Context: an optimization exercise on an open-source flow, tuned for small area, a short achievable clock period and few clock cycles per item. The choices shown serve that exercise and are no tape-out recipe. At most, simulation tests tie the RTL to the original design; equivalence was not proved. Only the layout flow was run in run 1; the RTL was not checked for function there. Power and IR drop assume default switching activity.

==> flow/design.v, too long to show whole: its modules and the start of the top module <==
// module mac_csa: 2304 lines
// module mac_fin: 176 lines
// module mac_add: 651 lines
// module mac_ci: 80 lines
module mac_ci (
    input  logic        clk,
    input  logic        reset,
    input  logic        clk_en,
    input  logic        start,
    input  logic [2:0]  n,
    input  logic [31:0] dataa,
    input  logic [31:0] datab,
    output logic [31:0] result,
    output logic        done
);
  // ...
==> flow/flow/run.sh <==
#!/bin/bash
# Standard synthesis, then an inverter clean-up around the full-adder cells (fixinv.py),
# then the standard layout from the cleaned netlist.
set -euo pipefail
R=orfs/results/sky130hd/mac_ci/base
bash standard.sh synth > synth_std.log 2>&1
cp $R/1_2_yosys.v $R/1_2_yosys_std.v
python3 flow/fixinv.py $R/1_2_yosys_std.v $R/1_2_yosys.v > fixinv.log 2>&1
rm -f $R/1_synth.odb $R/1_synth.sdc
bash standard.sh "BUFFER_PORTS_ARGS=-buffer_cell sky130_fd_sc_hd__buf_2" finish > finish.log 2>&1
==> flow/flow/fixinv.py <==
#!/usr/bin/env python3
"""Polarity clean-up of a mapped sky130 netlist (written by yosys write_verilog -noattr).

A full adder is self-dual: fa(~a, ~b, ~c) = (~cout, ~sum). Yosys's extract_fa often picks
the inverted form of an adder and leaves inverters between adder cells. This script
chooses, for each fa cell, whether to use it in inverted form so that as few signals as
possible need an inverted copy, then removes every inverter and inserts one inverter per
signal that some sink needs inverted. The logic function of every output and register
input is unchanged; registers are untouched.

usage: fixinv.py IN.v OUT.v
"""
import re, sys, collections

src = open(sys.argv[1]).read()
lines = src.split('\n')

INV = re.compile(r'sky130_fd_sc_hd__(inv|clkinv)_\d+$')
FA = re.compile(r'sky130_fd_sc_hd__fa_\d+$')
OUTPINS = {'X', 'Y', 'Q', 'Q_N', 'SUM', 'COUT', 'HI', 'LO'}

# ---- parse module body into cells
head_re = re.compile(r'^\s*(sky130_fd_sc_hd__\w+)\s+(\\\S+|\S+)\s*\($')
pin_re = re.compile(r'^\s*\.(\w+)\((.*)\),?$')
cells = []          # [type, name, [(pin, net)], first_line, last_line]
i = 0
while i < len(lines):
    m = head_re.match(lines[i])
    if m:
        typ, name = m.group(1), m.group(2)
        pins = []
        j = i + 1
        while not lines[j].strip().startswith(');'):
            pm = pin_re.match(lines[j])
            assert pm, lines[j]
            nm = pm.group(2).strip()
            pins.append((pm.group(1), nm + ' ' if nm.startswith('\\') else nm))
            j += 1
        cells.append([typ, name, pins, i, j])
        i = j + 1
    else:
        i += 1

def is_out(typ, pin):
    return pin in OUTPINS

driver = {}                      # net -> (cell index, pin)
sinks = collections.defaultdict(list)   # net -> [(cell index, pin)]
for ci, (typ, name, pins, a, b) in enumerate(cells):
    for p, n in pins:
        if is_out(typ, p):
            driver[n] = (ci, p)
        else:
            sinks[n].append((ci, p))

inv_cells = {ci for ci, c in enumerate(cells) if INV.match(c[0])}
fa_cells = [ci for ci, c in enumerate(cells) if FA.match(c[0])]
XOR = re.compile(r'sky130_fd_sc_hd__x(n?)or2_(\d+)$')
xor_cells = [ci for ci, c in enumerate(cells) if XOR.match(c[0])]

def pin_net(ci, pin):
    for p, n in cells[ci][2]:
        if p == pin:
            return n
    raise KeyError

# root of a net through inverter chains: (root net, parity)
def root(n):
    par = 0
    while n in driver and driver[n][0] in inv_cells:
        n = pin_net(driver[n][0], 'A')
        par ^= 1
    return n, par

# every non-inverter sink pin: (cell, pin) -> (root, parity)
need = {}                        # (ci, pin) -> (root, parity)
for ci, c in enumerate(cells):
    if ci in inv_cells:
        continue
    for p, n in c[2]:
        if not is_out(c[0], p):
            need[(ci, p)] = root(n)
# module outputs driven through inverters: handled by keeping sinks list of port nets
port_out = set()
for l in lines:
    m = re.match(r'^\s*output\s+(\[[^\]]*\]\s*)?(\S+);', l)
    if m:
        port_out.add(m.group(2))
# nets that are ports (names); an inverter driving a port net must be kept as a sink
def base(n):
    return n.split('[')[0].lstrip('\\').strip()
port_sinks = []                  # (net driven by inverter that is an output port bit)
for ci in inv_cells:
    y = pin_net(ci, 'Y')
    if base(y) in port_out:
        port_sinks.append((y, root(y)))
assert not port_sinks, "inverter drives an output port; not handled"

fa_set = set(fa_cells) | set(xor_cells)
flip = {ci: 0 for ci in fa_set}
root_sinks = collections.defaultdict(list)   # root -> [(ci, pin, parity)]
for (ci, p), (r, par) in need.items():
    root_sinks[r].append((ci, p, par))

fa_in_set = set(fa_cells)
def drv_flip(r):
    d = driver.get(r)
    if d and d[0] in fa_set:
        return flip[d[0]]
    return 0

def root_cost(r):
    fd = drv_flip(r)
    for ci, p, par in root_sinks[r]:
        x = flip[ci] if ci in fa_in_set else 0
        if par ^ x ^ fd:
            return 1
    return 0

def fa_roots(ci):
    rs = set()
    for p, n in cells[ci][2]:
        if is_out(cells[ci][0], p):
            rs.add(n)
        elif ci in fa_in_set:
            rs.add(need[(ci, p)][0])
    return rs

before = sum(root_cost(r) for r in root_sinks)
improved = True
passes = 0
import random, math
rnd = random.Random(1)
nodes = sorted(fa_set)
roots_of = {ci: list(fa_roots(ci)) for ci in nodes}
cur = before
best = cur; best_flip = dict(flip)
T = 2.0
steps = 400000
for s in range(steps):
    T = 2.0 * (1 - s / steps) + 0.01
    ci = nodes[rnd.randrange(len(nodes))]
    rs = roots_of[ci]
    c0 = sum(root_cost(r) for r in rs)
    flip[ci] ^= 1
    c1 = sum(root_cost(r) for r in rs)
    d = c1 - c0
    if d <= 0 or rnd.random() < math.exp(-d / T):
        cur += d
        if cur < best:
            best = cur; best_flip = dict(flip)
    else:
        flip[ci] ^= 1
flip = best_flip
passes = steps
after = sum(root_cost(r) for r in root_sinks)

# ---- rewrite
inv_of = {}
new_cells = []
k = 0
def inv_net(r):
    global k
    if r not in inv_of:
        k += 1
        nn = f"_pfx{k}_"
        inv_of[r] = nn
        new_cells.append(f"  sky130_fd_sc_hd__inv_1 _pfxinv{k}_ (\n    .A({r}),\n    .Y({nn})\n  );")
    return inv_of[r]

newpin = {}
for (ci, p), (r, par) in need.items():
    x = flip[ci] if ci in fa_in_set else 0
    if par ^ x ^ drv_flip(r):
        newpin[(ci, p)] = inv_net(r)
    else:
        newpin[(ci, p)] = r

out = list(lines)
for ci in xor_cells:
    if flip[ci]:
        typ = cells[ci][0]
        m = XOR.match(typ)
        nt = f"sky130_fd_sc_hd__x{'' if m.group(1) else 'n'}or2_{m.group(2)}"
        a = cells[ci][3]
        out[a] = out[a].replace(typ, nt, 1)
        for li in range(a + 1, cells[ci][4]):
            pm = pin_re.match(lines[li])
            if pm.group(1) in ('X', 'Y'):
                comma = ',' if lines[li].rstrip().endswith(',') else ''
                nm = pm.group(2).strip()
                nm = nm + ' ' if nm.startswith('\\') else nm
                out[li] = f"    .{'Y' if m.group(1) == '' else 'X'}({nm}){comma}"

drop = set()
for ci in inv_cells:
    for l in range(cells[ci][3], cells[ci][4] + 1):
        drop.add(l)
for ci, (typ, name, pins, a, b) in enumerate(cells):
    if ci in inv_cells:
        continue
    for li in range(a + 1, b):
        pm = pin_re.match(lines[li])
        p = pm.group(1)
        if (ci, p) in newpin:
            comma = ',' if lines[li].rstrip().endswith(',') else ''
            out[li] = f"    .{p}({newpin[(ci, p)]}){comma}"
# declare new wires and add cells before endmodule
res = []
for li, l in enumerate(out):
    if li in drop:
        continue
    if l.strip() == 'endmodule':
        res.extend(new_cells)
    res.append(l)
# wire declarations right after the module header's port list (first 'wire' line)
for idx, l in enumerate(res):
    if re.match(r'^\s*wire\s', l):
        res[idx:idx] = [f"  wire _pfx{j}_;" for j in range(1, k + 1)]
        break
open(sys.argv[2], 'w').write('\n'.join(res))
print(f"fixinv: {len(inv_cells)} inverters before, {k} after "
      f"(root cost {before} -> {after}, {sum(flip.values())} of {len(fa_cells)} adders flipped, {passes} passes)")

if len(sys.argv) > 3:
    st = collections.Counter()
    for r, nn in inv_of.items():
        d = driver.get(r)
        dt = cells[d[0]][0].replace('sky130_fd_sc_hd__', '') + '.' + d[1] if d else 'port'
        sk = set()
        for ci, p, par in root_sinks[r]:
            x = flip[ci] if ci in fa_in_set else 0
            if par ^ x ^ drv_flip(r):
                sk.add(cells[ci][0].replace('sky130_fd_sc_hd__', ''))
        st[(dt, tuple(sorted(sk)))] += 1
    for kk, v in st.most_common(30):
        print(v, kk)
==> flow/standard.sh <==
#!/bin/bash
# synth_recipe.tcl (not shown) runs the flow's synth.tcl, then flattens the netlist and writes it again
# the make line also repeats each setting of config.mk as NAME=value (left out here)
make -C /OpenROAD-flow-scripts/flow DESIGN_CONFIG=/design/flow/config.mk WORK_HOME=/design/flow/orfs CLKGATE_MAP_FILE= SYNTH_SCRIPT=/design/flow/synth_recipe.tcl "${@:-finish}"
==> flow/config.mk <==
export PLATFORM = sky130hd
export DESIGN_NAME = mac_ci
export DESIGN_NICKNAME = mac_ci
export VERILOG_FILES = /design/flow/design.v
export SDC_FILE = /design/flow/constraint.sdc
export NUM_CORES = 4
export LEC_CHECK = 0
export ABC_AREA = 1
export CAP_MARGIN = 20
export CORE_MARGIN = 2
export CORE_UTILIZATION = 40
export SETUP_SLACK_MARGIN = 4.4
export SLEW_MARGIN = 20
==> flow/constraint.sdc <==
create_clock -name core_clock -period 10.0 [get_ports {clk}]
set_input_delay 2.0000 -clock core_clock [delete_from_list [all_inputs] [get_ports {clk}]]
set_output_delay 2.0000 -clock core_clock [all_outputs]
set_load 0.01 [all_outputs]
==> metrics.md, run 1 <==
| Metric | Value |
|---|---|
| Outcome | `complete, no violations` |
| Most frequent CP cell | `nand2_2` |
| WL met3 | `14.26 mm` |
| Clk pwr share | `9.7%` |
| Die Span X | `281.0 um` |
| First-pass GRT wire length | `171.7 mm` |
| Design area | `34,540 um2` |
| Switch Pwr | `0.005739 W` |
| Wire length per cell | `26.09 um` |
| Setup CP Type | `flop to output port` |
| DRT met1 WL | `47.96 mm` |
| WP data required | `8.00 ns` |
| Post-route DRC violation count | `0` |
| HP Start | `acc_q[63]$_SDFFE_PP0P_` |
| P_seq | `0.00146 W` |
| Reg power frac | `13.1%` |
| WP buf/inv | `4` |
| Vias/cell | `5.811` |
| Largest net degree at the start of global routing | `55` |
| Final min period | `5.781 ns` |
| H-tree levels | `1` |
| Worst Path Max Fanout | `11` |
| Sw Share | `51.42%` |
| Area grow syn2layout | `12.53%` |
| Post-DP Area | `31,750 um2` |
| DP Worst Slack | `2.850 ns` |
| Clk tree area frac | `2.843%` |
| Hold bufs inserted after CTS | `0` |
| Syn avg cell area | `8.921 um2` |
| Register-to-register setup slack | `6.42 ns` |
==> module mac_fin, before the edit <==
module mac_fin (
    input  logic [148:0] cut,
    output logic [64:0] x,
    output logic [64:0] y
);
    wire t1 = cut[48] ^ cut[49] ^ cut[50];
    wire t2 = (cut[48] & cut[49]) | (cut[48] & cut[50]) | (cut[49] & cut[50]);
    wire t3 = cut[52] ^ cut[53] ^ cut[54];
    wire t4 = (cut[52] & cut[53]) | (cut[52] & cut[54]) | (cut[53] & cut[54]);
    wire t5 = cut[55] ^ cut[56] ^ cut[57];
    wire t6 = (cut[55] & cut[56]) | (cut[55] & cut[57]) | (cut[56] & cut[57]);
    wire t7 = cut[58] ^ cut[59] ^ cut[60];
    wire t8 = (cut[58] & cut[59]) | (cut[58] & cut[60]) | (cut[59] & cut[60]);
    wire t9 = cut[61] ^ cut[62] ^ cut[63];
    wire t10 = (cut[61] & cut[62]) | (cut[61] & cut[63]) | (cut[62] & cut[63]);
    wire t11 = cut[64] ^ cut[65] ^ cut[66];
    wire t12 = (cut[64] & cut[65]) | (cut[64] & cut[66]) | (cut[65] & cut[66]);
    wire t13 = cut[67] ^ cut[68] ^ cut[69];
    wire t14 = (cut[67] & cut[68]) | (cut[67] & cut[69]) | (cut[68] & cut[69]);
    wire t15 = cut[70] ^ cut[71] ^ cut[72];
    wire t16 = (cut[70] & cut[71]) | (cut[70] & cut[72]) | (cut[71] & cut[72]);
    wire t17 = cut[73] ^ cut[74] ^ cut[75];
    wire t18 = (cut[73] & cut[74]) | (cut[73] & cut[75]) | (cut[74] & cut[75]);
    wire t19 = cut[76] ^ cut[77] ^ cut[78];
    wire t20 = (cut[76] & cut[77]) | (cut[76] & cut[78]) | (cut[77] & cut[78]);
    wire t21 = cut[79] ^ cut[80] ^ cut[81];
    wire t22 = (cut[79] & cut[80]) | (cut[79] & cut[81]) | (cut[80] & cut[81]);
    wire t23 = cut[82] ^ cut[83] ^ cut[84];
    wire t24 = (cut[82] & cut[83]) | (cut[82] & cut[84]) | (cut[83] & cut[84]);
    wire t25 = cut[85] ^ cut[86] ^ cut[87];
    wire t26 = (cut[85] & cut[86]) | (cut[85] & cut[87]) | (cut[86] & cut[87]);
    wire t27 = cut[88] ^ cut[89] ^ cut[90];
    wire t28 = (cut[88] & cut[89]) | (cut[88] & cut[90]) | (cut[89] & cut[90]);
    wire t29 = cut[91] ^ cut[92] ^ cut[93];
    wire t30 = (cut[91] & cut[92]) | (cut[91] & cut[93]) | (cut[92] & cut[93]);
    wire t31 = cut[94] ^ cut[95] ^ cut[96];
    wire t32 = (cut[94] & cut[95]) | (cut[94] & cut[96]) | (cut[95] & cut[96]);
    wire t33 = cut[97] ^ cut[98] ^ cut[99];
    wire t34 = (cut[97] & cut[98]) | (cut[97] & cut[99]) | (cut[98] & cut[99]);
    wire t35 = cut[100] ^ cut[101] ^ cut[102];
    wire t36 = (cut[100] & cut[101]) | (cut[100] & cut[102]) | (cut[101] & cut[102]);
    wire t37 = cut[103] ^ cut[104] ^ cut[105];
    wire t38 = (cut[103] & cut[104]) | (cut[103] & cut[105]) | (cut[104] & cut[105]);
    wire t39 = cut[106] ^ cut[107] ^ cut[108];
    wire t40 = (cut[106] & cut[107]) | (cut[106] & cut[108]) | (cut[107] & cut[108]);
    assign x[0] = cut[0];
    assign y[0] = cut[1];
    assign x[1] = cut[2];
    assign y[1] = cut[3];
    assign x[2] = cut[4];
    assign y[2] = cut[5];
    assign x[3] = cut[6];
    assign y[3] = cut[7];
    assign x[4] = cut[8];
    assign y[4] = cut[9];
    assign x[5] = cut[10];
    assign y[5] = cut[11];
    assign x[6] = cut[12];
    assign y[6] = cut[13];
    assign x[7] = cut[14];
    assign y[7] = cut[15];
    assign x[8] = cut[16];
    assign y[8] = cut[17];
    assign x[9] = cut[18];
    assign y[9] = cut[19];
    assign x[10] = cut[20];
    assign y[10] = cut[21];
    assign x[11] = cut[22];
    assign y[11] = cut[23];
    assign x[12] = cut[24];
    assign y[12] = cut[25];
    assign x[13] = cut[26];
    assign y[13] = cut[27];
    assign x[14] = cut[28];
    assign y[14] = cut[29];
    assign x[15] = cut[30];
    assign y[15] = cut[31];
    assign x[16] = cut[32];
    assign y[16] = cut[33];
    assign x[17] = cut[34];
    assign y[17] = cut[35];
    assign x[18] = cut[36];
    assign y[18] = cut[37];
    assign x[19] = cut[38];
    assign y[19] = cut[39];
    assign x[20] = cut[40];
    assign y[20] = cut[41];
    assign x[21] = cut[42];
    assign y[21] = cut[43];
    assign x[22] = cut[44];
    assign y[22] = cut[45];
    assign x[23] = cut[46];
    assign y[23] = cut[47];
    assign x[24] = t1;
    assign y[24] = cut[51];
    assign x[25] = t2;
    assign y[25] = t3;
    assign x[26] = t4;
    assign y[26] = t5;
    assign x[27] = t6;
    assign y[27] = t7;
    assign x[28] = t8;
    assign y[28] = t9;
    assign x[29] = t10;
    assign y[29] = t11;
    assign x[30] = t12;
    assign y[30] = t13;
    assign x[31] = t14;
    assign y[31] = t15;
    assign x[32] = t16;
    assign y[32] = t17;
    assign x[33] = t18;
    assign y[33] = t19;
    assign x[34] = t20;
    assign y[34] = t21;
    assign x[35] = t22;
    assign y[35] = t23;
    assign x[36] = t24;
    assign y[36] = t25;
    assign x[37] = t26;
    assign y[37] = t27;
    assign x[38] = t28;
    assign y[38] = t29;
    assign x[39] = t30;
    assign y[39] = t31;
    assign x[40] = t32;
    assign y[40] = t33;
    assign x[41] = t34;
    assign y[41] = t35;
    assign x[42] = t36;
    assign y[42] = t37;
    assign x[43] = t38;
    assign y[43] = t39;
    assign x[44] = t40;
    assign y[44] = cut[109];
    assign x[45] = cut[110];
    assign y[45] = cut[111];
    assign x[46] = cut[112];
    assign y[46] = cut[113];
    assign x[47] = cut[114];
    assign y[47] = cut[115];
    assign x[48] = cut[116];
    assign y[48] = cut[117];
    assign x[49] = cut[118];
    assign y[49] = cut[119];
    assign x[50] = cut[120];
    assign y[50] = cut[121];
    assign x[51] = cut[122];
    assign y[51] = cut[123];
    assign x[52] = cut[124];
    assign y[52] = cut[125];
    assign x[53] = cut[126];
    assign y[53] = cut[127];
    assign x[54] = cut[128];
    assign y[54] = cut[129];
    assign x[55] = cut[130];
    assign y[55] = cut[131];
    assign x[56] = cut[132];
    assign y[56] = cut[133];
    assign x[57] = cut[134];
    assign y[57] = cut[135];
    assign x[58] = cut[136];
    assign y[58] = cut[137];
    assign x[59] = cut[138];
    assign y[59] = cut[139];
    assign x[60] = cut[140];
    assign y[60] = cut[141];
    assign x[61] = cut[142];
    assign y[61] = cut[143];
    assign x[62] = cut[144];
    assign y[62] = cut[145];
    assign x[63] = cut[146];
    assign y[63] = cut[147];
    assign x[64] = cut[148];
    assign y[64] = 1'b0;
endmodule
==> run 2, diff against run 1 <==
--- a/flow/design.v
+++ b/flow/design.v
@@ -1,22 +1,22 @@
 package mac_ci_pkg;
     localparam int ACC_W = 64;
-    localparam int NCUT  = 149;
+    localparam int NCUT  = 129;
     localparam logic [2:0] OP_CLR    = 3'd0;
     localparam logic [2:0] OP_MAC    = 3'd1;
     localparam logic [2:0] OP_RDLO   = 3'd2;
     localparam logic [2:0] OP_RDHI   = 3'd3;
     localparam logic [2:0] OP_RDSTAT = 3'd4;
 endpackage
 module mac_csa (
     input  logic [31:0] a,
     input  logic [31:0] b,
     input  logic [63:0] acc,
-    output logic [148:0] cut
+    output logic [128:0] cut
 );
     wire t1 = b[1] & ~b[0];
     wire t2 = a[0] ^ b[1];
     wire t3 = a[1] ^ b[1];
     wire t4 = a[2] ^ b[1];
     wire t5 = a[3] ^ b[1];
     wire t6 = a[4] ^ b[1];
     wire t7 = a[5] ^ b[1];
@@ -2118,54 +2118,94 @@
     wire t2103 = t1789 ^ t1978 ^ t1979;
     wire t2104 = (t1789 & t1978) | (t1789 & t1979) | (t1978 & t1979);
     wire t2105 = t1793 ^ t1980 ^ t1981;
     wire t2106 = (t1793 & t1980) | (t1793 & t1981) | (t1980 & t1981);
     wire t2107 = t1797 ^ t1982 ^ t1983;
     wire t2108 = (t1797 & t1982) | (t1797 & t1983) | (t1982 & t1983);
     wire t2109 = t1801 ^ t1984 ^ t1985;
     wire t2110 = (t1801 & t1984) | (t1801 & t1985) | (t1984 & t1985);
-    wire t2111 = t1885 ^ t2026 ^ t2027;
-    wire t2112 = (t1885 & t2026) | (t1885 & t2027) | (t2026 & t2027);
-    wire t2113 = t1889 ^ t2028 ^ t2029;
-    wire t2114 = (t1889 & t2028) | (t1889 & t2029) | (t2028 & t2029);
-    wire t2115 = t1893 ^ t2030 ^ t2031;
-    wire t2116 = (t1893 & t2030) | (t1893 & t2031) | (t2030 & t2031);
-    wire t2117 = t1897 ^ t2032 ^ t2033;
-    wire t2118 = (t1897 & t2032) | (t1897 & t2033) | (t2032 & t2033);
-    wire t2119 = t1901 ^ t2034 ^ t2035;
-    wire t2120 = (t1901 & t2034) | (t1901 & t2035) | (t2034 & t2035);
-    wire t2121 = t1905 ^ t2036 ^ t2037;
-    wire t2122 = (t1905 & t2036) | (t1905 & t2037) | (t2036 & t2037);
-    wire t2123 = t1909 ^ t2038 ^ t2039;
-    wire t2124 = (t1909 & t2038) | (t1909 & t2039) | (t2038 & t2039);
-    wire t2125 = t1910 ^ t2041 ^ t2040;
-    wire t2126 = (t1910 & t2041) | (t1910 & t2040) | (t2041 & t2040);
-    wire t2127 = t1917 ^ t2042 ^ t2043;
-    wire t2128 = (t1917 & t2042) | (t1917 & t2043) | (t2042 & t2043);
-    wire t2129 = t1921 ^ t2044 ^ t2045;
-    wire t2130 = (t1921 & t2044) | (t1921 & t2045) | (t2044 & t2045);
-    wire t2131 = t1925 ^ t2046 ^ t2047;
-    wire t2132 = (t1925 & t2046) | (t1925 & t2047) | (t2046 & t2047);
-    wire t2133 = t1929 ^ t2048 ^ t2049;
-    wire t2134 = (t1929 & t2048) | (t1929 & t2049) | (t2048 & t2049);
-    wire t2135 = t1930 ^ t2051 ^ t2050;
-    wire t2136 = (t1930 & t2051) | (t1930 & t2050) | (t2051 & t2050);
-    wire t2137 = t1937 ^ t2052 ^ t2053;
-    wire t2138 = (t1937 & t2052) | (t1937 & t2053) | (t2052 & t2053);
-    wire t2139 = t1939 ^ t2054 ^ t2055;
-    wire t2140 = (t1939 & t2054) | (t1939 & t2055) | (t2054 & t2055);
-    wire t2141 = t1940 ^ t2057 ^ t2056;
-    wire t2142 = (t1940 & t2057) | (t1940 & t2056) | (t2057 & t2056);
-    wire t2143 = t1100 ^ t2058 ^ t2059;
-    wire t2144 = (t1100 & t2058) | (t1100 & t2059) | (t2058 & t2059);
-    wire t2145 = t2061 ^ t1101 ^ t2060;
-    wire t2146 = (t2061 & t1101) | (t2061 & t2060) | (t1101 & t2060);
-    wire t2147 = acc[62] ^ t2062 ^ t1102;
-    wire t2148 = (acc[62] & t2062) | (acc[62] & t1102) | (t2062 & t1102);
+    wire t2111 = t1986 ^ t1987 ^ t1805;
+    wire t2112 = (t1986 & t1987) | (t1986 & t1805) | (t1987 & t1805);
+    wire t2113 = t1988 ^ t1809 ^ t1989;
+    wire t2114 = (t1988 & t1809) | (t1988 & t1989) | (t1809 & t1989);
+    wire t2115 = t1813 ^ t1990 ^ t1991;
+    wire t2116 = (t1813 & t1990) | (t1813 & t1991) | (t1990 & t1991);
+    wire t2117 = t1817 ^ t1992 ^ t1993;
+    wire t2118 = (t1817 & t1992) | (t1817 & t1993) | (t1992 & t1993);
+    wire t2119 = t1821 ^ t1994 ^ t1995;
+    wire t2120 = (t1821 & t1994) | (t1821 & t1995) | (t1994 & t1995);
+    wire t2121 = t1825 ^ t1996 ^ t1997;
+    wire t2122 = (t1825 & t1996) | (t1825 & t1997) | (t1996 & t1997);
+    wire t2123 = t1829 ^ t1998 ^ t1999;
+    wire t2124 = (t1829 & t1998) | (t1829 & t1999) | (t1998 & t1999);
+    wire t2125 = t1833 ^ t2000 ^ t2001;
+    wire t2126 = (t1833 & t2000) | (t1833 & t2001) | (t2000 & t2001);
+    wire t2127 = t1837 ^ t2002 ^ t2003;
+    wire t2128 = (t1837 & t2002) | (t1837 & t2003) | (t2002 & t2003);
+    wire t2129 = t1841 ^ t2004 ^ t2005;
+    wire t2130 = (t1841 & t2004) | (t1841 & t2005) | (t2004 & t2005);
+    wire t2131 = t1845 ^ t2006 ^ t2007;
+    wire t2132 = (t1845 & t2006) | (t1845 & t2007) | (t2006 & t2007);
+    wire t2133 = t1849 ^ t2008 ^ t2009;
+    wire t2134 = (t1849 & t2008) | (t1849 & t2009) | (t2008 & t2009);
+    wire t2135 = t1853 ^ t2010 ^ t2011;
+    wire t2136 = (t1853 & t2010) | (t1853 & t2011) | (t2010 & t2011);
+    wire t2137 = t1857 ^ t2012 ^ t2013;
+    wire t2138 = (t1857 & t2012) | (t1857 & t2013) | (t2012 & t2013);
+    wire t2139 = t1861 ^ t2014 ^ t2015;
+    wire t2140 = (t1861 & t2014) | (t1861 & t2015) | (t2014 & t2015);
+    wire t2141 = t1865 ^ t2016 ^ t2017;
+    wire t2142 = (t1865 & t2016) | (t1865 & t2017) | (t2016 & t2017);
+    wire t2143 = t1869 ^ t2018 ^ t2019;
+    wire t2144 = (t1869 & t2018) | (t1869 & t2019) | (t2018 & t2019);
+    wire t2145 = t1873 ^ t2020 ^ t2021;
+    wire t2146 = (t1873 & t2020) | (t1873 & t2021) | (t2020 & t2021);
+    wire t2147 = t1877 ^ t2022 ^ t2023;
+    wire t2148 = (t1877 & t2022) | (t1877 & t2023) | (t2022 & t2023);
+    wire t2149 = t1878 ^ t2025 ^ t2024;
+    wire t2150 = (t1878 & t2025) | (t1878 & t2024) | (t2025 & t2024);
+    wire t2151 = t1885 ^ t2026 ^ t2027;
+    wire t2152 = (t1885 & t2026) | (t1885 & t2027) | (t2026 & t2027);
+    wire t2153 = t1889 ^ t2028 ^ t2029;
+    wire t2154 = (t1889 & t2028) | (t1889 & t2029) | (t2028 & t2029);
+    wire t2155 = t1893 ^ t2030 ^ t2031;
+    wire t2156 = (t1893 & t2030) | (t1893 & t2031) | (t2030 & t2031);
+    wire t2157 = t1897 ^ t2032 ^ t2033;
+    wire t2158 = (t1897 & t2032) | (t1897 & t2033) | (t2032 & t2033);
+    wire t2159 = t1901 ^ t2034 ^ t2035;
+    wire t2160 = (t1901 & t2034) | (t1901 & t2035) | (t2034 & t2035);
+    wire t2161 = t1905 ^ t2036 ^ t2037;
+    wire t2162 = (t1905 & t2036) | (t1905 & t2037) | (t2036 & t2037);
+    wire t2163 = t1909 ^ t2038 ^ t2039;
+    wire t2164 = (t1909 & t2038) | (t1909 & t2039) | (t2038 & t2039);
+    wire t2165 = t1910 ^ t2041 ^ t2040;
+    wire t2166 = (t1910 & t2041) | (t1910 & t2040) | (t2041 & t2040);
+    wire t2167 = t1917 ^ t2042 ^ t2043;
+    wire t2168 = (t1917 & t2042) | (t1917 & t2043) | (t2042 & t2043);
+    wire t2169 = t1921 ^ t2044 ^ t2045;
+    wire t2170 = (t1921 & t2044) | (t1921 & t2045) | (t2044 & t2045);
+    wire t2171 = t1925 ^ t2046 ^ t2047;
+    wire t2172 = (t1925 & t2046) | (t1925 & t2047) | (t2046 & t2047);
+    wire t2173 = t1929 ^ t2048 ^ t2049;
+    wire t2174 = (t1929 & t2048) | (t1929 & t2049) | (t2048 & t2049);
+    wire t2175 = t1930 ^ t2051 ^ t2050;
+    wire t2176 = (t1930 & t2051) | (t1930 & t2050) | (t2051 & t2050);
+    wire t2177 = t1937 ^ t2052 ^ t2053;
+    wire t2178 = (t1937 & t2052) | (t1937 & t2053) | (t2052 & t2053);
+    wire t2179 = t1939 ^ t2054 ^ t2055;
+    wire t2180 = (t1939 & t2054) | (t1939 & t2055) | (t2054 & t2055);
+    wire t2181 = t1940 ^ t2057 ^ t2056;
+    wire t2182 = (t1940 & t2057) | (t1940 & t2056) | (t2057 & t2056);
+    wire t2183 = t1100 ^ t2058 ^ t2059;
+    wire t2184 = (t1100 & t2058) | (t1100 & t2059) | (t2058 & t2059);
+    wire t2185 = t2061 ^ t1101 ^ t2060;
+    wire t2186 = (t2061 & t1101) | (t2061 & t2060) | (t1101 & t2060);
+    wire t2187 = acc[62] ^ t2062 ^ t1102;
+    wire t2188 = (acc[62] & t2062) | (acc[62] & t1102) | (t2062 & t1102);
     assign cut[0] = t2063;   
     assign cut[1] = t35;   
     assign cut[2] = t2064;   
     assign cut[3] = t2065;   
     assign cut[4] = t2066;   
     assign cut[5] = t2067;   
     assign cut[6] = t2068;   
     assign cut[7] = t2069;   
@@ -2205,162 +2245,102 @@
     assign cut[41] = t2103;   
     assign cut[42] = t2104;   
     assign cut[43] = t2105;   
     assign cut[44] = t2106;   
     assign cut[45] = t2107;   
     assign cut[46] = t2108;   
     assign cut[47] = t2109;   
     assign cut[48] = t2110;   
-    assign cut[49] = t1986;   
-    assign cut[50] = t1987;   
-    assign cut[51] = t1805;   
-    assign cut[52] = t1988;   
-    assign cut[53] = t1809;   
-    assign cut[54] = t1989;   
-    assign cut[55] = t1813;   
-    assign cut[56] = t1990;   
-    assign cut[57] = t1991;   
-    assign cut[58] = t1817;   
-    assign cut[59] = t1992;   
-    assign cut[60] = t1993;   
-    assign cut[61] = t1821;   
-    assign cut[62] = t1994;   
-    assign cut[63] = t1995;   
-    assign cut[64] = t1825;   
-    assign cut[65] = t1996;   
-    assign cut[66] = t1997;   
-    assign cut[67] = t1829;   
-    assign cut[68] = t1998;   
-    assign cut[69] = t1999;   
-    assign cut[70] = t1833;   
-    assign cut[71] = t2000;   
-    assign cut[72] = t2001;   
-    assign cut[73] = t1837;   
-    assign cut[74] = t2002;   
-    assign cut[75] = t2003;   
-    assign cut[76] = t1841;   
-    assign cut[77] = t2004;   
-    assign cut[78] = t2005;   
-    assign cut[79] = t1845;   
-    assign cut[80] = t2006;   
-    assign cut[81] = t2007;   
-    assign cut[82] = t1849;   
-    assign cut[83] = t2008;   
-    assign cut[84] = t2009;   
-    assign cut[85] = t1853;   
-    assign cut[86] = t2010;   
-    assign cut[87] = t2011;   
-    assign cut[88] = t1857;   
-    assign cut[89] = t2012;   
-    assign cut[90] = t2013;   
-    assign cut[91] = t1861;   
-    assign cut[92] = t2014;   
-    assign cut[93] = t2015;   
-    assign cut[94] = t1865;   
-    assign cut[95] = t2016;   
-    assign cut[96] = t2017;   
-    assign cut[97] = t1869;   
-    assign cut[98] = t2018;   
-    assign cut[99] = t2019;   
-    assign cut[100] = t1873;   
-    assign cut[101] = t2020;   
-    assign cut[102] = t2021;   
-    assign cut[103] = t1877;   
-    assign cut[104] = t2022;   
-    assign cut[105] = t2023;   
-    assign cut[106] = t1878;   
-    assign cut[107] = t2025;   
-    assign cut[108] = t2024;   
-    assign cut[109] = t2111;   
-    assign cut[110] = t2112;   
-    assign cut[111] = t2113;   
-    assign cut[112] = t2114;   
-    assign cut[113] = t2115;   
-    assign cut[114] = t2116;   
-    assign cut[115] = t2117;   
-    assign cut[116] = t2118;   
-    assign cut[117] = t2119;   
-    assign cut[118] = t2120;   
-    assign cut[119] = t2121;   
-    assign cut[120] = t2122;   
-    assign cut[121] = t2123;   
-    assign cut[122] = t2124;   
-    assign cut[123] = t2125;   
-    assign cut[124] = t2126;   
-    assign cut[125] = t2127;   
-    assign cut[126] = t2128;   
-    assign cut[127] = t2129;   
-    assign cut[128] = t2130;   
-    assign cut[129] = t2131;   
-    assign cut[130] = t2132;   
-    assign cut[131] = t2133;   
-    assign cut[132] = t2134;   
-    assign cut[133] = t2135;   
-    assign cut[134] = t2136;   
-    assign cut[135] = t2137;   
-    assign cut[136] = t2138;   
-    assign cut[137] = t2139;   
-    assign cut[138] = t2140;   
-    assign cut[139] = t2141;   
-    assign cut[140] = t2142;   
-    assign cut[141] = t2143;   
-    assign cut[142] = t2144;   
-    assign cut[143] = t2145;   
-    assign cut[144] = t2146;   
-    assign cut[145] = t2147;   
-    assign cut[146] = t2148;   
-    assign cut[147] = ~acc[63];   
-    assign cut[148] = 1'b1;   
+    assign cut[49] = t2111;   
+    assign cut[50] = t2112;   
+    assign cut[51] = t2113;   
+    assign cut[52] = t2114;   
+    assign cut[53] = t2115;   
+    assign cut[54] = t2116;   
+    assign cut[55] = t2117;   
+    assign cut[56] = t2118;   
+    assign cut[57] = t2119;   
+    assign cut[58] = t2120;   
+    assign cut[59] = t2121;   
+    assign cut[60] = t2122;   
+    assign cut[61] = t2123;   
+    assign cut[62] = t2124;   
+    assign cut[63] = t2125;   
+    assign cut[64] = t2126;   
+    assign cut[65] = t2127;   
+    assign cut[66] = t2128;   
+    assign cut[67] = t2129;   
+    assign cut[68] = t2130;   
+    assign cut[69] = t2131;   
+    assign cut[70] = t2132;   
+    assign cut[71] = t2133;   
+    assign cut[72] = t2134;   
+    assign cut[73] = t2135;   
+    assign cut[74] = t2136;   
+    assign cut[75] = t2137;   
+    assign cut[76] = t2138;   
+    assign cut[77] = t2139;   
+    assign cut[78] = t2140;   
+    assign cut[79] = t2141;   
+    assign cut[80] = t2142;   
+    assign cut[81] = t2143;   
+    assign cut[82] = t2144;   
+    assign cut[83] = t2145;   
+    assign cut[84] = t2146;   
+    assign cut[85] = t2147;   
+    assign cut[86] = t2148;   
+    assign cut[87] = t2149;   
+    assign cut[88] = t2150;   
+    assign cut[89] = t2151;   
+    assign cut[90] = t2152;   
+    assign cut[91] = t2153;   
+    assign cut[92] = t2154;   
+    assign cut[93] = t2155;   
+    assign cut[94] = t2156;   
+    assign cut[95] = t2157;   
+    assign cut[96] = t2158;   
+    assign cut[97] = t2159;   
+    assign cut[98] = t2160;   
+    assign cut[99] = t2161;   
+    assign cut[100] = t2162;   
+    assign cut[101] = t2163;   
+    assign cut[102] = t2164;   
+    assign cut[103] = t2165;   
+    assign cut[104] = t2166;   
+    assign cut[105] = t2167;   
+    assign cut[106] = t2168;   
+    assign cut[107] = t2169;   
+    assign cut[108] = t2170;   
+    assign cut[109] = t2171;   
+    assign cut[110] = t2172;   
+    assign cut[111] = t2173;   
+    assign cut[112] = t2174;   
+    assign cut[113] = t2175;   
+    assign cut[114] = t2176;   
+    assign cut[115] = t2177;   
+    assign cut[116] = t2178;   
+    assign cut[117] = t2179;   
+    assign cut[118] = t2180;   
+    assign cut[119] = t2181;   
+    assign cut[120] = t2182;   
+    assign cut[121] = t2183;   
+    assign cut[122] = t2184;   
+    assign cut[123] = t2185;   
+    assign cut[124] = t2186;   
+    assign cut[125] = t2187;   
+    assign cut[126] = t2188;   
+    assign cut[127] = ~acc[63];   
+    assign cut[128] = 1'b1;   
 endmodule
 module mac_fin (
-    input  logic [148:0] cut,
+    input  logic [128:0] cut,
     output logic [64:0] x,
     output logic [64:0] y
 );
-    wire t1 = cut[48] ^ cut[49] ^ cut[50];
-    wire t2 = (cut[48] & cut[49]) | (cut[48] & cut[50]) | (cut[49] & cut[50]);
-    wire t3 = cut[52] ^ cut[53] ^ cut[54];
-    wire t4 = (cut[52] & cut[53]) | (cut[52] & cut[54]) | (cut[53] & cut[54]);
-    wire t5 = cut[55] ^ cut[56] ^ cut[57];
-    wire t6 = (cut[55] & cut[56]) | (cut[55] & cut[57]) | (cut[56] & cut[57]);
-    wire t7 = cut[58] ^ cut[59] ^ cut[60];
-    wire t8 = (cut[58] & cut[59]) | (cut[58] & cut[60]) | (cut[59] & cut[60]);
-    wire t9 = cut[61] ^ cut[62] ^ cut[63];
-    wire t10 = (cut[61] & cut[62]) | (cut[61] & cut[63]) | (cut[62] & cut[63]);
-    wire t11 = cut[64] ^ cut[65] ^ cut[66];
-    wire t12 = (cut[64] & cut[65]) | (cut[64] & cut[66]) | (cut[65] & cut[66]);
-    wire t13 = cut[67] ^ cut[68] ^ cut[69];
-    wire t14 = (cut[67] & cut[68]) | (cut[67] & cut[69]) | (cut[68] & cut[69]);
-    wire t15 = cut[70] ^ cut[71] ^ cut[72];
-    wire t16 = (cut[70] & cut[71]) | (cut[70] & cut[72]) | (cut[71] & cut[72]);
-    wire t17 = cut[73] ^ cut[74] ^ cut[75];
-    wire t18 = (cut[73] & cut[74]) | (cut[73] & cut[75]) | (cut[74] & cut[75]);
-    wire t19 = cut[76] ^ cut[77] ^ cut[78];
-    wire t20 = (cut[76] & cut[77]) | (cut[76] & cut[78]) | (cut[77] & cut[78]);
-    wire t21 = cut[79] ^ cut[80] ^ cut[81];
-    wire t22 = (cut[79] & cut[80]) | (cut[79] & cut[81]) | (cut[80] & cut[81]);
-    wire t23 = cut[82] ^ cut[83] ^ cut[84];
-    wire t24 = (cut[82] & cut[83]) | (cut[82] & cut[84]) | (cut[83] & cut[84]);
-    wire t25 = cut[85] ^ cut[86] ^ cut[87];
-    wire t26 = (cut[85] & cut[86]) | (cut[85] & cut[87]) | (cut[86] & cut[87]);
-    wire t27 = cut[88] ^ cut[89] ^ cut[90];
-    wire t28 = (cut[88] & cut[89]) | (cut[88] & cut[90]) | (cut[89] & cut[90]);
-    wire t29 = cut[91] ^ cut[92] ^ cut[93];
-    wire t30 = (cut[91] & cut[92]) | (cut[91] & cut[93]) | (cut[92] & cut[93]);
-    wire t31 = cut[94] ^ cut[95] ^ cut[96];
-    wire t32 = (cut[94] & cut[95]) | (cut[94] & cut[96]) | (cut[95] & cut[96]);
-    wire t33 = cut[97] ^ cut[98] ^ cut[99];
-    wire t34 = (cut[97] & cut[98]) | (cut[97] & cut[99]) | (cut[98] & cut[99]);
-    wire t35 = cut[100] ^ cut[101] ^ cut[102];
-    wire t36 = (cut[100] & cut[101]) | (cut[100] & cut[102]) | (cut[101] & cut[102]);
-    wire t37 = cut[103] ^ cut[104] ^ cut[105];
-    wire t38 = (cut[103] & cut[104]) | (cut[103] & cut[105]) | (cut[104] & cut[105]);
-    wire t39 = cut[106] ^ cut[107] ^ cut[108];
-    wire t40 = (cut[106] & cut[107]) | (cut[106] & cut[108]) | (cut[107] & cut[108]);
     assign x[0] = cut[0];
     assign y[0] = cut[1];
     assign x[1] = cut[2];
     assign y[1] = cut[3];
     assign x[2] = cut[4];
     assign y[2] = cut[5];
     assign x[3] = cut[6];
     assign y[3] = cut[7];
@@ -2399,97 +2379,97 @@
     assign x[20] = cut[40];
     assign y[20] = cut[41];
     assign x[21] = cut[42];
     assign y[21] = cut[43];
     assign x[22] = cut[44];
     assign y[22] = cut[45];
     assign x[23] = cut[46];
     assign y[23] = cut[47];
-    assign x[24] = t1;
-    assign y[24] = cut[51];
-    assign x[25] = t2;
-    assign y[25] = t3;
-    assign x[26] = t4;
-    assign y[26] = t5;
-    assign x[27] = t6;
-    assign y[27] = t7;
-    assign x[28] = t8;
-    assign y[28] = t9;
-    assign x[29] = t10;
-    assign y[29] = t11;
-    assign x[30] = t12;
-    assign y[30] = t13;
-    assign x[31] = t14;
-    assign y[31] = t15;
-    assign x[32] = t16;
-    assign y[32] = t17;
-    assign x[33] = t18;
-    assign y[33] = t19;
-    assign x[34] = t20;
-    assign y[34] = t21;
-    assign x[35] = t22;
-    assign y[35] = t23;
-    assign x[36] = t24;
-    assign y[36] = t25;
-    assign x[37] = t26;
-    assign y[37] = t27;
-    assign x[38] = t28;
-    assign y[38] = t29;
-    assign x[39] = t30;
-    assign y[39] = t31;
-    assign x[40] = t32;
-    assign y[40] = t33;
-    assign x[41] = t34;
-    assign y[41] = t35;
-    assign x[42] = t36;
-    assign y[42] = t37;
-    assign x[43] = t38;
-    assign y[43] = t39;
-    assign x[44] = t40;
-    assign y[44] = cut[109];
-    assign x[45] = cut[110];
-    assign y[45] = cut[111];
-    assign x[46] = cut[112];
-    assign y[46] = cut[113];
-    assign x[47] = cut[114];
-    assign y[47] = cut[115];
-    assign x[48] = cut[116];
-    assign y[48] = cut[117];
-    assign x[49] = cut[118];
-    assign y[49] = cut[119];
-    assign x[50] = cut[120];
-    assign y[50] = cut[121];
-    assign x[51] = cut[122];
-    assign y[51] = cut[123];
-    assign x[52] = cut[124];
-    assign y[52] = cut[125];
-    assign x[53] = cut[126];
-    assign y[53] = cut[127];
-    assign x[54] = cut[128];
-    assign y[54] = cut[129];
-    assign x[55] = cut[130];
-    assign y[55] = cut[131];
-    assign x[56] = cut[132];
-    assign y[56] = cut[133];
-    assign x[57] = cut[134];
-    assign y[57] = cut[135];
-    assign x[58] = cut[136];
-    assign y[58] = cut[137];
-    assign x[59] = cut[138];
-    assign y[59] = cut[139];
-    assign x[60] = cut[140];
-    assign y[60] = cut[141];
-    assign x[61] = cut[142];
-    assign y[61] = cut[143];
-    assign x[62] = cut[144];
-    assign y[62] = cut[145];
-    assign x[63] = cut[146];
-    assign y[63] = cut[147];
-    assign x[64] = cut[148];
+    assign x[24] = cut[48];
+    assign y[24] = cut[49];
+    assign x[25] = cut[50];
+    assign y[25] = cut[51];
+    assign x[26] = cut[52];
+    assign y[26] = cut[53];
+    assign x[27] = cut[54];
+    assign y[27] = cut[55];
+    assign x[28] = cut[56];
+    assign y[28] = cut[57];
+    assign x[29] = cut[58];
+    assign y[29] = cut[59];
+    assign x[30] = cut[60];
+    assign y[30] = cut[61];
+    assign x[31] = cut[62];
+    assign y[31] = cut[63];
+    assign x[32] = cut[64];
+    assign y[32] = cut[65];
+    assign x[33] = cut[66];
+    assign y[33] = cut[67];
+    assign x[34] = cut[68];
+    assign y[34] = cut[69];
+    assign x[35] = cut[70];
+    assign y[35] = cut[71];
+    assign x[36] = cut[72];
+    assign y[36] = cut[73];
+    assign x[37] = cut[74];
+    assign y[37] = cut[75];
+    assign x[38] = cut[76];
+    assign y[38] = cut[77];
+    assign x[39] = cut[78];
+    assign y[39] = cut[79];
+    assign x[40] = cut[80];
+    assign y[40] = cut[81];
+    assign x[41] = cut[82];
+    assign y[41] = cut[83];
+    assign x[42] = cut[84];
+    assign y[42] = cut[85];
+    assign x[43] = cut[86];
+    assign y[43] = cut[87];
+    assign x[44] = cut[88];
+    assign y[44] = cut[89];
+    assign x[45] = cut[90];
+    assign y[45] = cut[91];
+    assign x[46] = cut[92];
+    assign y[46] = cut[93];
+    assign x[47] = cut[94];
+    assign y[47] = cut[95];
+    assign x[48] = cut[96];
+    assign y[48] = cut[97];
+    assign x[49] = cut[98];
+    assign y[49] = cut[99];
+    assign x[50] = cut[100];
+    assign y[50] = cut[101];
+    assign x[51] = cut[102];
+    assign y[51] = cut[103];
+    assign x[52] = cut[104];
+    assign y[52] = cut[105];
+    assign x[53] = cut[106];
+    assign y[53] = cut[107];
+    assign x[54] = cut[108];
+    assign y[54] = cut[109];
+    assign x[55] = cut[110];
+    assign y[55] = cut[111];
+    assign x[56] = cut[112];
+    assign y[56] = cut[113];
+    assign x[57] = cut[114];
+    assign y[57] = cut[115];
+    assign x[58] = cut[116];
+    assign y[58] = cut[117];
+    assign x[59] = cut[118];
+    assign y[59] = cut[119];
+    assign x[60] = cut[120];
+    assign y[60] = cut[121];
+    assign x[61] = cut[122];
+    assign y[61] = cut[123];
+    assign x[62] = cut[124];
+    assign y[62] = cut[125];
+    assign x[63] = cut[126];
+    assign y[63] = cut[127];
+    assign x[64] = cut[128];
     assign y[64] = 1'b0;
 endmodule
 module mac_add (
     input  logic [64:0] x,
     input  logic [64:0] y,
     output logic [64:0] sum
 );
     wire t1 = x[0] ^ y[0];
==> flow/config.mk (replaced) <==
export PLATFORM = sky130hd
export DESIGN_NAME = mac_ci
export DESIGN_NICKNAME = mac_ci
export VERILOG_FILES = /design/flow/design.v
export SDC_FILE = /design/flow/constraint.sdc
export NUM_CORES = 4
export LEC_CHECK = 0
export ABC_AREA = 1
export CAP_MARGIN = 20
export CORE_MARGIN = 2
export CORE_UTILIZATION = 40
export SETUP_SLACK_MARGIN = 4.7
export SLEW_MARGIN = 20
==> run 2 against run 1 <==
Still clean. Clock skew is 0.018 ns lower. Via count is 1.4% higher. Non-clock buffer count is 123 higher. Synthesized cell count is 0.17% higher. Final area is 6.2% higher. Critical endpoint is now cut_q[63]$_DFF_P_. Largest cell class unchanged.
==> metrics.md, run 2 <==
| Metric | Value |
|---|---|
| Clk pwr share | `7.1% (-2.6 points)` |
| Die area | `77,900 um2` |
| Hold slack | `0.4102 ns` |
| First-pass GRT wire length | `176.7 mm (+2.9%)` |
| Worst-path clk slew | `0.08 ns` |
| Worst Path Max Fanout | `17 (+6)` |
| GPL Wtd Cong | `0.9618` |
| Root buf cell | `clkbuf_16` |
| Max_cap viols | `0` |
| P_leak | `15.71 nW` |
| Switch Pwr | `0.005330 W (-7.1%)` |
| Sw Share | `50.94% (-0.48 points)` |
| Crit end category | `flop` |
| Clock sinks | `198` |
| Core area | `74,700 um2` |
| Area grow syn2layout | `21.18%` |
| Peak Freq | `181.3 MHz` |
| WP data required | `10.40 ns (+2.40 ns)` |
| Flip-flop count of the largest register after layout | `128` |
| Syn Nets | `4,140` |
| Worst path slowest cell | `fa_2` |
| ANT nets after route | `0` |
| Global route total overflow | `0` |
| Initial antenna violation count | `5` |
| Buffers added on ports | `103` |
| Clk_skew | `0.01624 ns` |
| Mapped Cells | `3,447` |
| Crit path largest cell delay | `0.64 ns` |
| Worst R2R Path Depth | `6` |
| Final Setup Violations | `0` |
| Final min period | `5.515 ns (-0.2661 ns)` |
| Most common cell after layout, fill and taps aside | `fa_1` |
| Top Ports | `104` |
| Max clock buf depth | `2` |
| CTS tree | `yes` |
| CTS Buf Count | `17` |
| Height of the die | `279.1 um` |
| Largest net degree at the start of global routing | `59 (+7.3%)` |
| Slew @ Worst Pin | `0.9187 ns` |
| CP cell instances | `buf_4, xor2_1, a21oi_2, fa_2, inv_2, fa_2, fa_2, fa_2, fa_2, fa_2` |
| Total GRT Usage | `31.20%` |
| Mapped Area | `30,270 um2` |
| Setup CP Type | `input pin to flop` |
| Nets | `4,265` |
| Regs by FF count | `cut_q: 128 flops, acc_q: 64 flops` |
| Drt total wl | `122.6 mm` |
| Cell Rows | `100` |
| Dpl hpwl | `87.73 mm` |
| Int Pwr | `0.005132 W` |
| CP startpoint kind | `input pin` |
| Synth warn | `1` |
| Core Util, Final | `49.11%` |
| Syn avg cell area | `8.782 um2 (-1.5%)` |
| Clock Latency Late Sink | `0.51 ns` |
| Max transition margin | `38.75%` |
| Post-route DRC violation count | `0 (unchanged)` |
| Initial Util | `40.53%` |
| Commonest cells after routing, fill and taps aside | `fa_1 (404), xnor2_1 (355), inv_1 (323), nand2_1 (290), o22ai_1 (221)` |
| Outcome | `complete, no violations` |
| Fraction of layout cells with a size suffix above 1 | `22.20%` |
| Fin crit share | `55.15%` |
| Setup TNS | `0 ns` |
| Hold bufs inserted after CTS | `0 (unchanged)` |
| Die Span X | `279.1 um (-0.68%)` |
| Gate power share | `80.0%` |
| Worst EP arrival | `5.91 ns` |
| Fin. Hold Viols | `0` |
| Worst setup path end | `cut_q[63]$_DFF_P_` |
| Number of global-route vias before repair | `26,080` |
| Peak supply drop | `0.2366 mV` |
| Most frequent CP cell | `fa_2` |
| H-tree levels | `4 (+3)` |
| Reg power frac | `13.0% (about the same)` |
| RSZ-0062 raised after global routing | `yes` |
| Reg2reg start | `acc_q[38]$_SDFFE_PP0P_` |
| Most flop-heavy register | `cut_q` |
| Crit path from | `dataa[18]` |
| DR vias | `26,560` |
| Pwr Density | `285.2 nW/um2` |
| Iteration-0 DRC Markers | `3,083` |
| Vias/cell | `5.830 (+0.33%)` |
| Drt pass-1 iters | `5` |
| Worst r2r dst | `cut_q[79]$_DFF_P_` |
| Register-to-register setup slack | `6.23 ns (-0.19 ns)` |
| Max-slew violations | `0` |
| Wire length per cell | `26.92 um (+3.2%)` |
| Hold Path Class | `flop to flop` |
[run 2: metal layers]
layer  GRT usage, %  up-vias  wire, um
li1               -    11530         -
met5              0        -        23
met4          12.53        4      5581
met2          47.14     1623     53550
met3          9.121      304     14450
met1          41.88    13100     49010
[run 2: worst min-delay path by stage]
stage	startpoint	end	slack [ns]	depth (start not counted)
4_1_cts	acc_q[63]$_SDFFE_PP0P_	cut_q[127]$_DFF_P_	0.41	1
3_5_place_dp	acc_q[63]$_SDFFE_PP0P_	cut_q[127]$_DFF_P_	0.39	1
5_1_grt	acc_q[63]$_SDFFE_PP0P_	cut_q[127]$_DFF_P_	0.43	1
6_report	acc_q[63]$_SDFFE_PP0P_	cut_q[127]$_DFF_P_	0.41	1
2_1_floorplan	acc_q[63]$_SDFFE_PP0P_	cut_q[127]$_DFF_P_	0.36	1
3_3_place_gp	acc_q[63]$_SDFFE_PP0P_	cut_q[127]$_DFF_P_	0.39	1
[run 2: repair_timing]
item	CTS	global route
pin swaps	67	96
setup buffers	122	77
resized for setup	304	165
endpoints found under the setup margin	120	85
cloned	27	9
[run 2: power groups by stage]
stage / combinational, W / sequential, W / clock [W]
final: 0.00837 / 0.00136 / 0.000739
after global routing: 0.00935 / 0.00138 / 0.000778
after CTS: 0.00797 / 0.00133 / 0.000751
after detailed placement: 0.00757 / 0.00135 / 0
after global placement: 0.00739 / 0.00135 / 0
after floorplan: 0.00550 / 0.00129 / 0
[run 2: stage by stage]
step / power, W / instance area, um2 / worst slack [ns] / cells
floorplan: 0.006788 / 32030 / 4.324 / 3447
global placement: 0.008736 / 31810 / 2.991 / 4286
detailed placement: 0.008916 / 31810 / 2.941 / 4286
CTS: 0.01006 / 35180 / 4.551 / 4467
global route: 0.01151 / 36680 / 4.465 / 4554
finish: 0.01046 / 36680 / 4.485 / 4555
[run 2: final cells by class]
class | count | area [um2]
Clock inverter | 14 | 162.7
Sequential cell | 198 | 3995
Multi-Input combinational cell | 2620 | 25730
Inverter | 382 | 1705
Fill cell | 6862 | 38010
Timing Repair Buffer | 335 | 3312
Antenna cell | 1 | 2.502
Timing Repair inverter | 18 | 136.4
Tap cell | 969 | 1212
Clock buffer | 18 | 429.2
[run 2: worst max-delay path, delay by kind of cell]
kind,cells,cell delay (ns)
buffers and inverters,2,0.46
adders and majority gates,6,2.96
xor gates and xnor gates,1,0.34
AOI/OAI and AO/OA,1,0.12
Testbench counts of run 2, summed over its fixed seeds: cycles 9,658, ops 4,829.
==> run 3, diff against run 2 <==
--- a/flow/config.mk
+++ b/flow/config.mk
@@ -11,3 +11,3 @@
 export CORE_UTILIZATION = 40
-export SETUP_SLACK_MARGIN = 4.7
+export SETUP_SLACK_MARGIN = 4.4
 export SLEW_MARGIN = 20
==> run 3 against run 2 <==
Sequential power hardly changed. First-iteration DRC count is 8.1% higher. Via count fell by 2.3%. Critical path depth grew 3. Clock power decreased by 5.4%. Still clean on timing, DRC and antenna. Highest routed layer unchanged. Combinational power decreased by 4.5%. Area after synthesis stayed put.
==> metrics.md, run 3 <==
| Metric | Value |
|---|---|
| Initial Util | `40.53% (unchanged)` |
| Iteration-0 DRC Markers | `3,332 (+8.1%)` |
| Max-slew violations | `0 (unchanged)` |
| Clk_skew | `0.01904 ns (+0.002802 ns)` |
| Mapped Cells | `3,447 (unchanged)` |
| Regs by FF count | `cut_q: 128 flops, acc_q: 64 flops` |
| Core area | `74,700 um2 (unchanged)` |
| Peak Freq | `178.1 MHz (-1.8%)` |
| CP cell instances | `buf_12, buf_12, ha_4, clkinvlp_4, nor2_2, a21oi_1, fa_1, inv_2, fa_1, fa_1, fa_2, fa_1, fa_1` |
| Final min period | `5.615 ns (+0.1006 ns)` |
| Worst-path clk slew | `0.08 ns (about the same)` |
| Initial antenna violation count | `3 (-2)` |
| Global route total overflow | `0 (unchanged)` |
| Syn avg cell area | `8.782 um2 (unchanged)` |
| Clock Latency Late Sink | `0.50 ns (about the same)` |
| Most flop-heavy register | `cut_q` |
| Crit path largest cell delay | `0.56 ns (-0.08 ns)` |
| P_leak | `14.85 nW (-5.4%)` |
| ANT nets after route | `0 (unchanged)` |
| Cell Rows | `100 (unchanged)` |
| Outcome | `complete, no violations` |
| Largest net degree at the start of global routing | `61 (+3.4%)` |
| Vias/cell | `5.818 (-0.21%)` |
| Fin crit share | `56.15% (+1.0 points)` |
| Final Setup Violations | `0 (unchanged)` |
| Max transition margin | `34.87% (-3.9 points)` |
| First-pass GRT wire length | `168.3 mm (-4.8%)` |
| Clk pwr share | `7.0% (about the same)` |
| Fin. Hold Viols | `0 (unchanged)` |
| Drt pass-1 iters | `6 (+1)` |
| Flip-flop count of the largest register after layout | `128 (unchanged)` |
| Most common cell after layout, fill and taps aside | `fa_1` |
| Area grow syn2layout | `13.75%` |
| Total GRT Usage | `29.68% (-1.5 points)` |
| Switch Pwr | `0.005229 W (-1.9%)` |
| Fill count | `7,062 (+2.9%)` |
| Height of the die | `279.1 um (unchanged)` |
| Max clock buf depth | `2 (unchanged)` |
| Hold path depth | `1 (unchanged)` |
| Post-route DRC violation count | `0 (unchanged)` |
| CTS Buf Count | `17 (unchanged)` |
| Hold Path Class | `flop to flop` |
| Setup TNS | `0 ns (unchanged)` |
| Drt total wl | `116.8 mm (-4.7%)` |
| Worst Path Max Fanout | `15 (-2)` |
| CTS tree | `yes` |
| Dpl hpwl | `87.84 mm (+0.13%)` |
| Max_cap viols | `0 (unchanged)` |
| Worst R2R Path Depth | `8 (+2)` |
| CP startpoint kind | `input pin` |
| Gate power share | `79.7% (-0.3 points)` |
| Number of global-route vias before repair | `24,960 (-4.3%)` |
| Reg power frac | `13.4% (+0.4 points)` |
| Fraction of layout cells with a size suffix above 1 | `14.90% (-7.3 points)` |
| Root buf cell | `clkbuf_16` |
| Mapped Area | `30,270 um2 (unchanged)` |
| Setup CP Type | `input pin to flop` |
| Pwr Density | `291.2 nW/um2 (+2.1%)` |
| Die area | `77,900 um2 (unchanged)` |
| Worst EP arrival | `5.98 ns (+0.07 ns)` |
| Synth warn | `1 (unchanged)` |
| H-tree levels | `4 (unchanged)` |
| Design Power | `0.01003 W (-4.2%)` |
| Int Pwr | `0.004799 W (-6.5%)` |
| Die Span X | `279.1 um (unchanged)` |
| Peak supply drop | `0.2061 mV (-13%)` |
| RSZ-0062 raised after global routing | `yes` |
| Crit end category | `flop` |
| Slew @ Worst Pin | `0.9769 ns (+0.05820 ns)` |
| Clock sinks | `198 (unchanged)` |
| Syn Nets | `4,140 (unchanged)` |
| Register Area | `3995 um2 (unchanged)` |
| Wire length per cell | `26.19 um (-2.7%)` |
| Most frequent CP cell | `fa_1` |
| Nets | `4,169 (-2.3%)` |
| Worst path slowest cell | `fa_1` |
| Sw Share | `52.14% (+1.2 points)` |
| Buffers added on ports | `103 (unchanged)` |
| Commonest cells after routing, fill and taps aside | `fa_1 (468), xnor2_1 (385), inv_1 (338), nand2_1 (297), o22ai_1 (235)` |
| Area of the multi-input gates | `24,710 um2 (-4.0%)` |
| Register-to-register setup slack | `6.31 ns (+0.08 ns)` |
| WP data required | `10.37 ns (-0.03 ns)` |
| GPL Wtd Cong | `0.9793 (+1.8%)` |
| Top Ports | `104 (unchanged)` |
| DR vias | `25,940 (-2.3%)` |
## run 3: cell types whose count changed in the layout (fill, tap and decap cells not counted), moves of 15 or more
cell / delta
buf_6: -24
buf_4: -70
xnor2_1: +30
fa_1: +64
fa_2: -64
xnor2_2: -24
inv_1: +15
## run 3: path summary, 6_finish.rpt
path	from	end
worst max-delay path	datab[7]	cut_q[63]$_DFF_P_
worst max register to register	acc_q[36]$_SDFFE_PP0P_	cut_q[75]$_DFF_P_
worst min register to register	acc_q[63]$_SDFFE_PP0P_	cut_q[127]$_DFF_P_
worst min-delay path	acc_q[63]$_SDFFE_PP0P_	cut_q[127]$_DFF_P_
## run 3: cell type report
| type | count | share of cell area, % |
|---|---|---|
| antenna | 1 | 0.007267 |
| timing repair inverter | 10 | 0.1635 |
| multi-input combinational | 2622 | 71.75 |
| sequential | 198 | 11.60 |
| timing repair buffer | 245 | 6.660 |
| tap | 969 | 3.521 |
| clock buffer | 18 | 1.246 |
| inverter | 382 | 4.662 |
| clock inverter | 14 | 0.3888 |
## run 3: stage by stage
step           util [%]  instances  area [um2]  setup WS (ns)  hold WS, ns
2_1_floorplan         -       3447       31100          4.306       0.3629
3_3_place_gp      42.03       4288       31400          2.808       0.3814
3_5_place_dp      42.03       4288       31400          2.734       0.3865
4_1_cts           44.62       4391       33330          4.366       0.4041
5_1_grt           46.10       4458       34430          4.351       0.4424
6_report          46.10       4459       34440          4.385       0.4230
## run 3: metal layers
| metal | global-route usage, % | wire length (um) | share of wire, % |
|---|---|---|---|
| met4 | 13.14 | 6238 | 5.3 |
| met5 | 0 | 23 | 0.020 |
| met2 | 44.00 | 49740 | 43 |
| met1 | 40.54 | 47010 | 40 |
| met3 | 7.899 | 13780 | 12 |
## run 3: what timing repair did
action                                  4_1_cts  5_1_grt
gates resized for setup                     165      101
cloned                                       19        7
hold buffers                                  0        0
endpoints found under the setup margin      118       83
pin swaps                                     8       40
setup buffers                                52       59
## run 3: worst max-delay path: cells and delay by family
family | cells | cell delay, ns
AOI/OAI and AO/OA | 1 | 0.08
adders and majority gates | 7 | 3.20
buffers and inverters | 4 | 0.50
and+or+nand+nor | 1 | 0.18
## run 3: power by group through the flow
| stage | clock network [W] | registers, W | logic, W |
|---|---|---|---|
| floorplan | 0 | 0.00129 | 0.00535 |
| global route | 0.000740 | 0.00136 | 0.00890 |
| finish | 0.000699 | 0.00134 | 0.00799 |
| detailed placement | 0 | 0.00135 | 0.00755 |
| global placement | 0 | 0.00135 | 0.00734 |
| CTS | 0.000714 | 0.00134 | 0.00776 |

==> afterwards: timing with drivers on the ports <==
Ports are ideal in the flow. The routed layouts listed here were re-timed in OpenROAD. Step 1, drivers: a clkbuf_16 drives clk and a buf_2 each remaining input, both assumed. Step 2 moves the port delays by t, midway between the first and last clock arrival at a register: inputs arrive t later, outputs are due t later. That takes back most of the time a late clock gives input paths. a / b / c = ideal ports / drivers / drivers and shift; a / b = the first two.
run | t (ns) | setup WS [ns] | worst setup path after step 2 | pins driven straight from the clock port
run 1 | 0.640 | 4.219 / 4.156 / 3.831 | input to register | 1
run 2 | 0.575 | 4.485 / 4.454 / 3.878 | input to register | 1
run 3 | 0.563 | 4.385 / 4.354 / 3.791 | input to register | 1
After both steps setup and hold are still met in every run listed. For run 2, which loses most, drivers alone change the setup slack by -0.031 ns; drivers and shift together by -0.607 ns.
